This design comes from an exercise in tuning for small area, a short achievable clock period and few clock cycles per item on the open sky130 flow, not from production work. Function was checked by simulation only, so behaviour that the tests miss may differ from the original.

==> flow/design.v <==
package sha256_pkg;
  localparam int unsigned WordW   = 32;
  localparam int unsigned BlkWds  = 16;
  localparam int unsigned HashWds = 8;
  localparam logic VAR_SHA256 = 1'b0;
  localparam logic VAR_SHA224 = 1'b1;
  typedef enum logic [2:0] {
    ST_IDLE, ST_GO, ST_WAIT, ST_PAD, ST_FILL, ST_CLR, ST_LEN, ST_OUT
  } state_t;
  typedef enum logic [1:0] {
    C_IDLE, C_RUN, C_ADD
  } core_state_t;
  typedef struct packed {
    logic start;
    logic load_iv;
    logic variant;
  } core_cmd_t;
  function automatic logic [31:0] ror(input logic [31:0] x, input int unsigned n);
    ror = (x >> n) | (x << (32 - n));
  endfunction
  function automatic logic [31:0] bsig0(input logic [31:0] x);
    bsig0 = ror(x, 2) ^ ror(x, 13) ^ ror(x, 22);
  endfunction
  function automatic logic [31:0] bsig1(input logic [31:0] x);
    bsig1 = ror(x, 6) ^ ror(x, 11) ^ ror(x, 25);
  endfunction
  function automatic logic [31:0] ssig0(input logic [31:0] x);
    ssig0 = ror(x, 7) ^ ror(x, 18) ^ (x >> 3);
  endfunction
  function automatic logic [31:0] ssig1(input logic [31:0] x);
    ssig1 = ror(x, 17) ^ ror(x, 19) ^ (x >> 10);
  endfunction
  function automatic logic [31:0] iv_word(input logic variant, input logic [2:0] i);
    logic [31:0] r;
    r = '0;
    if (variant == VAR_SHA224) begin
      case (i)
        3'd0: r = 32'hc1059ed8;
        3'd1: r = 32'h367cd507;
        3'd2: r = 32'h3070dd17;
        3'd3: r = 32'hf70e5939;
        3'd4: r = 32'hffc00b31;
        3'd5: r = 32'h68581511;
        3'd6: r = 32'h64f98fa7;
        default: r = 32'hbefa4fa4;
      endcase
    end else begin
      case (i)
        3'd0: r = 32'h6a09e667;
        3'd1: r = 32'hbb67ae85;
        3'd2: r = 32'h3c6ef372;
        3'd3: r = 32'ha54ff53a;
        3'd4: r = 32'h510e527f;
        3'd5: r = 32'h9b05688c;
        3'd6: r = 32'h1f83d9ab;
        default: r = 32'h5be0cd19;
      endcase
    end
    iv_word = r;
  endfunction
  function automatic logic [31:0] k_const(input logic [5:0] t);
    logic [31:0] r;
    case (t)
      6'd0: r = 32'h428a2f98;  6'd1: r = 32'h71374491;  6'd2: r = 32'hb5c0fbcf;
      6'd3: r = 32'he9b5dba5;  6'd4: r = 32'h3956c25b;  6'd5: r = 32'h59f111f1;
      6'd6: r = 32'h923f82a4;  6'd7: r = 32'hab1c5ed5;  6'd8: r = 32'hd807aa98;
      6'd9: r = 32'h12835b01;  6'd10: r = 32'h243185be; 6'd11: r = 32'h550c7dc3;
      6'd12: r = 32'h72be5d74; 6'd13: r = 32'h80deb1fe; 6'd14: r = 32'h9bdc06a7;
      6'd15: r = 32'hc19bf174; 6'd16: r = 32'he49b69c1; 6'd17: r = 32'hefbe4786;
      6'd18: r = 32'h0fc19dc6; 6'd19: r = 32'h240ca1cc; 6'd20: r = 32'h2de92c6f;
      6'd21: r = 32'h4a7484aa; 6'd22: r = 32'h5cb0a9dc; 6'd23: r = 32'h76f988da;
      6'd24: r = 32'h983e5152; 6'd25: r = 32'ha831c66d; 6'd26: r = 32'hb00327c8;
      6'd27: r = 32'hbf597fc7; 6'd28: r = 32'hc6e00bf3; 6'd29: r = 32'hd5a79147;
      6'd30: r = 32'h06ca6351; 6'd31: r = 32'h14292967; 6'd32: r = 32'h27b70a85;
      6'd33: r = 32'h2e1b2138; 6'd34: r = 32'h4d2c6dfc; 6'd35: r = 32'h53380d13;
      6'd36: r = 32'h650a7354; 6'd37: r = 32'h766a0abb; 6'd38: r = 32'h81c2c92e;
      6'd39: r = 32'h92722c85; 6'd40: r = 32'ha2bfe8a1; 6'd41: r = 32'ha81a664b;
      6'd42: r = 32'hc24b8b70; 6'd43: r = 32'hc76c51a3; 6'd44: r = 32'hd192e819;
      6'd45: r = 32'hd6990624; 6'd46: r = 32'hf40e3585; 6'd47: r = 32'h106aa070;
      6'd48: r = 32'h19a4c116; 6'd49: r = 32'h1e376c08; 6'd50: r = 32'h2748774c;
      6'd51: r = 32'h34b0bcb5; 6'd52: r = 32'h391c0cb3; 6'd53: r = 32'h4ed8aa4a;
      6'd54: r = 32'h5b9cca4f; 6'd55: r = 32'h682e6ff3; 6'd56: r = 32'h748f82ee;
      6'd57: r = 32'h78a5636f; 6'd58: r = 32'h84c87814; 6'd59: r = 32'h8cc70208;
      6'd60: r = 32'h90befffa; 6'd61: r = 32'ha4506ceb; 6'd62: r = 32'hbef9a3f7;
      default: r = 32'hc67178f2;
    endcase
    k_const = r;
  endfunction
endpackage
module sha256_core (
  input  logic                  clk,
  input  logic                  rst,
  input  sha256_pkg::core_cmd_t cmd,
  input  logic [15:0][31:0]      blk,
  output logic [7:0][31:0]       hash,
  output logic                  done
);
  sha256_pkg::core_state_t state, state_next;
  logic [5:0]  rnd;
  logic [7:0][31:0] v;
  logic [15:0][31:0] w;
  logic [31:0] t1, t2, w_new, ch, maj;
  always_comb begin
    state_next = state;
    case (state)
      sha256_pkg::C_IDLE: if (cmd.start) state_next = sha256_pkg::C_RUN;
      sha256_pkg::C_RUN:  if (rnd == 6'd63) state_next = sha256_pkg::C_ADD;
      sha256_pkg::C_ADD:  state_next = sha256_pkg::C_IDLE;
      default:            state_next = sha256_pkg::C_IDLE;
    endcase
  end
  always_comb begin
    done = (state == sha256_pkg::C_ADD);
  end
  always_comb begin
    ch    = (v[4] & v[5]) ^ (~v[4] & v[6]);
    maj   = (v[0] & v[1]) ^ (v[0] & v[2]) ^ (v[1] & v[2]);
    t1    = v[7] + sha256_pkg::bsig1(v[4]) + ch + sha256_pkg::k_const(rnd) + w[0];
    t2    = sha256_pkg::bsig0(v[0]) + maj;
    w_new = sha256_pkg::ssig1(w[14]) + w[9] + sha256_pkg::ssig0(w[1]) + w[0];
  end
  always_ff @(posedge clk) begin
    if (rst) begin
      state <= sha256_pkg::C_IDLE;
      rnd   <= '0;
    end else begin
      state <= state_next;
      if (state == sha256_pkg::C_RUN) rnd <= rnd + 6'd1;
      else rnd <= '0;
    end
  end
  always_ff @(posedge clk) begin
    if (state == sha256_pkg::C_IDLE && cmd.start) begin
      for (int i = 0; i < 16; i++) w[i] <= blk[i];
      for (int i = 0; i < 8; i++) v[i] <= hash[i];
    end else if (state == sha256_pkg::C_RUN) begin
      for (int i = 0; i < 15; i++) w[i] <= w[i+1];
      w[15] <= w_new;
      v[7] <= v[6]; v[6] <= v[5]; v[5] <= v[4]; v[4] <= v[3] + t1;
      v[3] <= v[2]; v[2] <= v[1]; v[1] <= v[0]; v[0] <= t1 + t2;
    end
  end
  always_ff @(posedge clk) begin
    if (rst) begin
      for (int i = 0; i < 8; i++) hash[i] <= sha256_pkg::iv_word(sha256_pkg::VAR_SHA256, 3'(i));
    end else if (cmd.load_iv) begin
      for (int i = 0; i < 8; i++) hash[i] <= sha256_pkg::iv_word(cmd.variant, 3'(i));
    end else if (state == sha256_pkg::C_ADD) begin
      for (int i = 0; i < 8; i++) hash[i] <= hash[i] + v[i];
    end
  end
endmodule
module sha256_hash_engine_top (
  input  logic        clk,
  input  logic        rst,
  input  logic        cfg_valid,
  output logic        cfg_ready,
  input  logic        cfg_data,
  input  logic        s_axis_tvalid,
  output logic        s_axis_tready,
  input  logic [39:0] s_axis_tdata,    
  input  logic        s_axis_tlast,
  output logic        m_axis_tvalid,
  input  logic        m_axis_tready,
  output logic [39:0] m_axis_tdata,    
  output logic        m_axis_tlast
);
  sha256_pkg::state_t    state, state_next, ret_state, ret_next;
  sha256_pkg::core_cmd_t cmd;
  logic [15:0][31:0] buffer;
  logic [7:0][31:0] hash;
  logic        done;
  logic        variant;
  logic [3:0]  fill;
  logic [63:0] bit_length;
  logic [31:0] pad_word, pad_calc;
  logic [2:0]  out_idx;
  logic [2:0]  cnt;
  logic        in_beat, out_beat, cfg_beat, out_end;
  logic [31:0] in_word;
  assign in_word  = s_axis_tdata[31:0];
  assign cnt      = (s_axis_tdata[34:32] > 3'd4) ? 3'd4 : s_axis_tdata[34:32];
  assign in_beat  = s_axis_tvalid && s_axis_tready;
  assign out_beat = m_axis_tvalid && m_axis_tready;
  assign cfg_beat = cfg_valid && cfg_ready;
  assign out_end  = (out_idx == ((variant == sha256_pkg::VAR_SHA224) ? 3'd6 : 3'd7));
  always_comb begin
    case (cnt)
      3'd0:    pad_calc = 32'h8000_0000;
      3'd1:    pad_calc = {in_word[31:24], 24'h80_0000};
      3'd2:    pad_calc = {in_word[31:16], 16'h8000};
      3'd3:    pad_calc = {in_word[31:8], 8'h80};
      default: pad_calc = 32'h8000_0000;
    endcase
  end
  always_comb begin
    state_next = state;
    ret_next   = ret_state;
    case (state)
      sha256_pkg::ST_IDLE: begin
        if (in_beat) begin
          if (!s_axis_tlast) begin
            if (fill == 4'd15) begin
              state_next = sha256_pkg::ST_GO;
              ret_next   = sha256_pkg::ST_IDLE;
            end
          end else if (cnt == 3'd4 && fill == 4'd15) begin
            state_next = sha256_pkg::ST_GO;
            ret_next   = sha256_pkg::ST_PAD;
          end else begin
            state_next = sha256_pkg::ST_PAD;
          end
        end
      end
      sha256_pkg::ST_GO:   state_next = sha256_pkg::ST_WAIT;
      sha256_pkg::ST_WAIT: if (done) state_next = ret_state;
      sha256_pkg::ST_PAD: begin
        if (fill == 4'd15) begin
          state_next = sha256_pkg::ST_GO;
          ret_next   = sha256_pkg::ST_CLR;
        end else begin
          state_next = sha256_pkg::ST_FILL;
        end
      end
      sha256_pkg::ST_FILL: begin
        if (fill == 4'd15) begin
          state_next = sha256_pkg::ST_GO;
          ret_next   = sha256_pkg::ST_CLR;
        end else begin
          state_next = sha256_pkg::ST_LEN;
        end
      end
      sha256_pkg::ST_CLR: state_next = sha256_pkg::ST_LEN;
      sha256_pkg::ST_LEN: begin
        state_next = sha256_pkg::ST_GO;
        ret_next   = sha256_pkg::ST_OUT;
      end
      sha256_pkg::ST_OUT: if (out_beat && out_end) state_next = sha256_pkg::ST_IDLE;
      default: state_next = sha256_pkg::ST_IDLE;
    endcase
  end
  always_comb begin
    s_axis_tready = (state == sha256_pkg::ST_IDLE);
    cfg_ready     = 1'b1;
    m_axis_tvalid = (state == sha256_pkg::ST_OUT);
    m_axis_tdata  = {5'd0, out_idx, hash[out_idx]};
    m_axis_tlast  = out_end;
    cmd.start     = (state == sha256_pkg::ST_GO);
    cmd.load_iv   = cfg_beat || (out_beat && out_end);
    cmd.variant   = cfg_beat ? cfg_data : variant;
  end
  always_ff @(posedge clk) begin
    if (rst) begin
      state      <= sha256_pkg::ST_IDLE;
      ret_state  <= sha256_pkg::ST_IDLE;
      variant    <= sha256_pkg::VAR_SHA256;
      fill       <= '0;
      bit_length <= '0;
      out_idx    <= '0;
    end else begin
      state     <= state_next;
      ret_state <= ret_next;
      if (cfg_beat) variant <= cfg_data;
      if (cmd.load_iv) begin
        fill       <= '0;
        bit_length <= '0;
        out_idx    <= '0;
      end else begin
        if (in_beat) begin
          if (!s_axis_tlast) bit_length <= bit_length + 64'd32;
          else bit_length <= bit_length + {58'd0, cnt, 3'd0};
          if (!s_axis_tlast || cnt == 3'd4) fill <= fill + 4'd1;
        end
        if (state == sha256_pkg::ST_PAD) fill <= fill + 4'd1;
        if (out_beat) out_idx <= out_idx + 3'd1;
      end
    end
  end
  always_ff @(posedge clk) begin
    if (in_beat) pad_word <= pad_calc;
  end
  always_ff @(posedge clk) begin
    if (in_beat && (!s_axis_tlast || cnt == 3'd4)) begin
      buffer[fill] <= in_word;
    end else if (state == sha256_pkg::ST_PAD) begin
      buffer[fill] <= pad_word;
    end else if (state == sha256_pkg::ST_FILL) begin
      for (int i = 0; i < 16; i++) if (4'(i) >= fill) buffer[i] <= '0;
    end else if (state == sha256_pkg::ST_CLR) begin
      for (int i = 0; i < 16; i++) buffer[i] <= '0;
    end else if (state == sha256_pkg::ST_LEN) begin
      buffer[14] <= bit_length[63:32];
      buffer[15] <= bit_length[31:0];
    end
  end
  sha256_core u_core (
    .clk  (clk),
    .rst  (rst),
    .cmd  (cmd),
    .blk  (buffer),
    .hash (hash),
    .done (done)
  );
endmodule
==> flow/run.sh <==
#!/bin/bash
# synth_recipe.tcl (not shown) runs the flow's synth.tcl, then flattens the netlist and writes it again
# the make line also repeats each setting of config.mk as NAME=value (left out here)
make -C /OpenROAD-flow-scripts/flow DESIGN_CONFIG=/design/flow/config.mk WORK_HOME=/design/flow/orfs CLKGATE_MAP_FILE= SYNTH_SCRIPT=/design/flow/synth_recipe.tcl finish
==> flow/config.mk <==
export PLATFORM = sky130hd
export DESIGN_NAME = sha256_hash_engine_top
export DESIGN_NICKNAME = sha256_hash_engine_top
export VERILOG_FILES = /design/flow/design.v
export SDC_FILE = /design/flow/constraint.sdc
export NUM_CORES = 4
export LEC_CHECK = 0
export CAP_MARGIN = 20
export CORE_MARGIN = 2
export CORE_UTILIZATION = 40
export SLEW_MARGIN = 20
==> flow/constraint.sdc <==
create_clock -name core_clock -period 8.5 [get_ports {clk}]
set_input_delay 1.7000 -clock core_clock [delete_from_list [all_inputs] [get_ports {clk}]]
set_output_delay 1.7000 -clock core_clock [all_outputs]
set_load 0.01 [all_outputs]
==> summary.txt <==
-- worst min-delay path: stages (launching register included) --
cell and delay (ps):
edfxtp_1 320, nand2_1 40, nand2_1 50
-- cell usage in the layout, fill, tap and decap left out, types with 34 or more instances in the layout --
master           instances
a31oi_1                 61
mux2_2                  56
ha_1                   398
or3_1                   44
and2_1                  45
o21bai_1                48
nand2_1               2671
clkbuf_16              191
nor2b_1                 50
a21o_1                 206
a211oi_1               210
nand3_1                154
clkdlybuf4s50_1         78
fa_1                   196
nor2_1                 847
inv_1                  288
a22oi_1                220
clkbuf_1                44
xnor2_1                417
nand2b_1                58
a222oi_1                42
o211ai_1                75
xor2_1                 205
mux4_2                  65
dfxtp_1                367
buf_4                  177
clkinv_2                34
o21ai_0                472
and3_1                  75
edfxtp_1              1305
a21oi_1                658
nor3_1                  94
o21a_1                  51
-- stage by stage --
stage	cell area, µm²	utilization	worst slack, ps
6_report	110700	0.4460	387.5
4_1_cts	110700	0.4459	264.3
2_1_floorplan	99750	-	1055
5_1_grt	110700	0.4460	3.777
3_3_place_gp	104400	0.4204	388.4
3_5_place_dp	104400	0.4205	315.4
-- routing by layer --
layer  part of all wire  wire length (µm)
met5           0.000034                13
met1               0.39            149300
met3              0.084             31990
met4              0.063             23780
met2               0.46            174400
-- final timing paths --
path                      startpoint                      end  slack [ps]  depth (start not counted)
min reg2reg  u_core.w[401]$_DFFE_PP_  u_core.w[369]$_DFFE_PP_         490                          2
max reg2reg  u_core.v[140]$_DFFE_PP_   u_core.v[31]$_DFFE_PP_         390                         30
max          u_core.v[140]$_DFFE_PP_   u_core.v[31]$_DFFE_PP_         390                         30
min          u_core.w[401]$_DFFE_PP_  u_core.w[369]$_DFFE_PP_         490                          2
-- kinds of logic (layout without fill, tap and decap cells) --
kind of cell,count (synthesis),after routing,share of synthesized area
and+or+nand+nor,4205,4205,0.1730
xor gates and xnor gates,627,627,0.05507
other,2,15,0.00007531
DFF,1676,1676,0.4674
adders and majority gates,617,617,0.09159
muxes,159,159,0.02482
AOI/OAI and AO/OA,2354,2354,0.1526
buffers and inverters,933,914,0.03544
-- final cells by class --
class | instances | area, µm² | area share
antenna | 9 | 22.52 | 0.0002034
clock buffer | 249 | 5137 | 0.04641
clock inverter | 102 | 1161 | 0.01049
inverter | 293 | 1100 | 0.009934
multi-input combinational | 7968 | 50110 | 0.4526
sequential | 1676 | 46620 | 0.4212
tap | 3330 | 4167 | 0.03764
timing repair buffer | 270 | 2386 | 0.02155
-- sequential cells by signal, indices dropped and copies added, names as in the netlist, named ones only --
| name | flops |
|---|---|
| ret_state | 3 |
| u_core.rnd | 6 |
| u_core.hash | 256 |
| pad_word | 25 |
| u_core.state | 2 |
| state | 3 |
| buffer | 512 |
| bit_length | 61 |
| u_core.v | 256 |
| out_idx | 3 |
| fill | 4 |
| u_core.w | 512 |
| variant | 1 |
==> reports/results.txt <==
first drt pass iteration count = 9
Setup Buffers After CTS = 0
status = finished clean
routed length per instance = 27.31 µm
HP Class = flop to flop
IO Pins = 91
placed insts = 13540
Rows = 183
Yosys cell types = 98
Post-synth EDFFs = 1305
Clock Skews = 70.53 ps
required time of the critical path = 9050 ps
placer congestion estimate = 0.9880
Initial Util = 0.4018
Synth Flop Type = edfxtp_1
largest net degree at the start of global routing = 202
die height = 503.3 µm
Routed WL = 379.5 mm
Synth top cells by count = nand2_1 (2680), edfxtp_1 (1305), nor2_1 (864)
CP Launch Type = flop
max-slew violations = 0
CP peak stage delay = 560 ps
IO Port Bufs = 79
ys async rst share = 0
first-pass GRT wire length = 543.6 mm
CTS resizes = 0
initial antenna violation count = 26
Synth Register Bits = 1676
Fmax = 123.3 MHz
GRT Residual Overflow = 0
Initial DRC Count = 10750
vias in the first global route = 77420
sequential element share of the synthesized area = 0.4674
DRC = 0
Max Cap Viol = 0
Fin. Hold Viols = 0
DP Wirelength = 268.2 mm
Die X = 503.3 µm
CTS H-Tree Depth = 4
Layout fillers = 23850
Final min period = 8113 ps
Final Cycle Share = 0.9544
synthesized area per cell = 9.432 µm²
Slew HR = 0.1483
layout cell share with drive strength beyond 1 = 0.06848
final net count = 11040
Syn-to-layout area delta = 11.01%
grt met1 use = 0.3820
Syn Inst Count = 10570
worst hold slack = 485.2 ps
clk buf depth = 3
Vias/cell = 5.924
critical path class = flop to flop
Global Route Usage Sum = 0.2923
Worst Path Max Fanout = 6
Worst Setup End Kind = flop
core area = 0.2482 mm²
CTS tree = done
final setup fails = 0
Synth Warn # = 2
CTS buffer count = 188
Yosys top cell area share = 0.3930
number of routed nets with antenna violations = 0
crit path buf inv count = 3
CP max-delay cell = edfxtp_1
Die Footprint = 0.2533 mm²
met2 Use GR = 0.4666
cts hold-fix bufs = 0
cell area after synthesis = 0.09972 mm²
TNS Setup = 0 ps
CP arrival = 8660 ps
cell taking the most area after synthesis = edfxtp_1
main area contributors after synthesis = edfxtp_1 (39%), nand2_1 (10%), dfxtp_1 (7.4%)
most numerous cell in the Yosys netlist = nand2_1
met3 usage = 0.04413
clk root buf = clkbuf_16
Skew-Pair Late Insertion Delay = 890 ps
crit-path leading delay family = compound AO/OA/AOI/OAI gates
Vias = 82320
RSZ-0062 raised after global routing = false
non-filler cells, final = 13900
Most Crowded Layer GR = met2
Slew @ Worst Pin = 1274 ps
CTS sink cnt = 1676
clock slew at reported path FFs = 60 ps
Testbench counts, summed over its fixed seeds: cycles 68,662, bytes 42,816.

-- port drivers added, routing unchanged --
In the flow no input, the clock included, has a driving cell. The finished layout below was timed again as built, in two steps.
Step 1, drivers: a clkbuf_16 drives clk and a buf_2 each remaining input, both assumed.
Step 2 moves the port delays by t, midway between the first and last clock arrival at a register: inputs arrive t later, outputs are due t later. That takes back most of the time a late clock gives input paths.
a / b / c = ideal / step 1 / step 2; a / b = the first two.
t (ns): 0.951
slack for setup (ns): 0.387 / 0.387 / 0.387
latest minus earliest clock arrival (ns): 0.072 / 0.073
worst slew at a driven data input, ns: 0.18
pins driven straight from the clock port: 1
After both steps setup and hold are still met in this run. For this run, drivers alone change the setup slack by 0.000 ns; drivers and shift together by 0.000 ns.
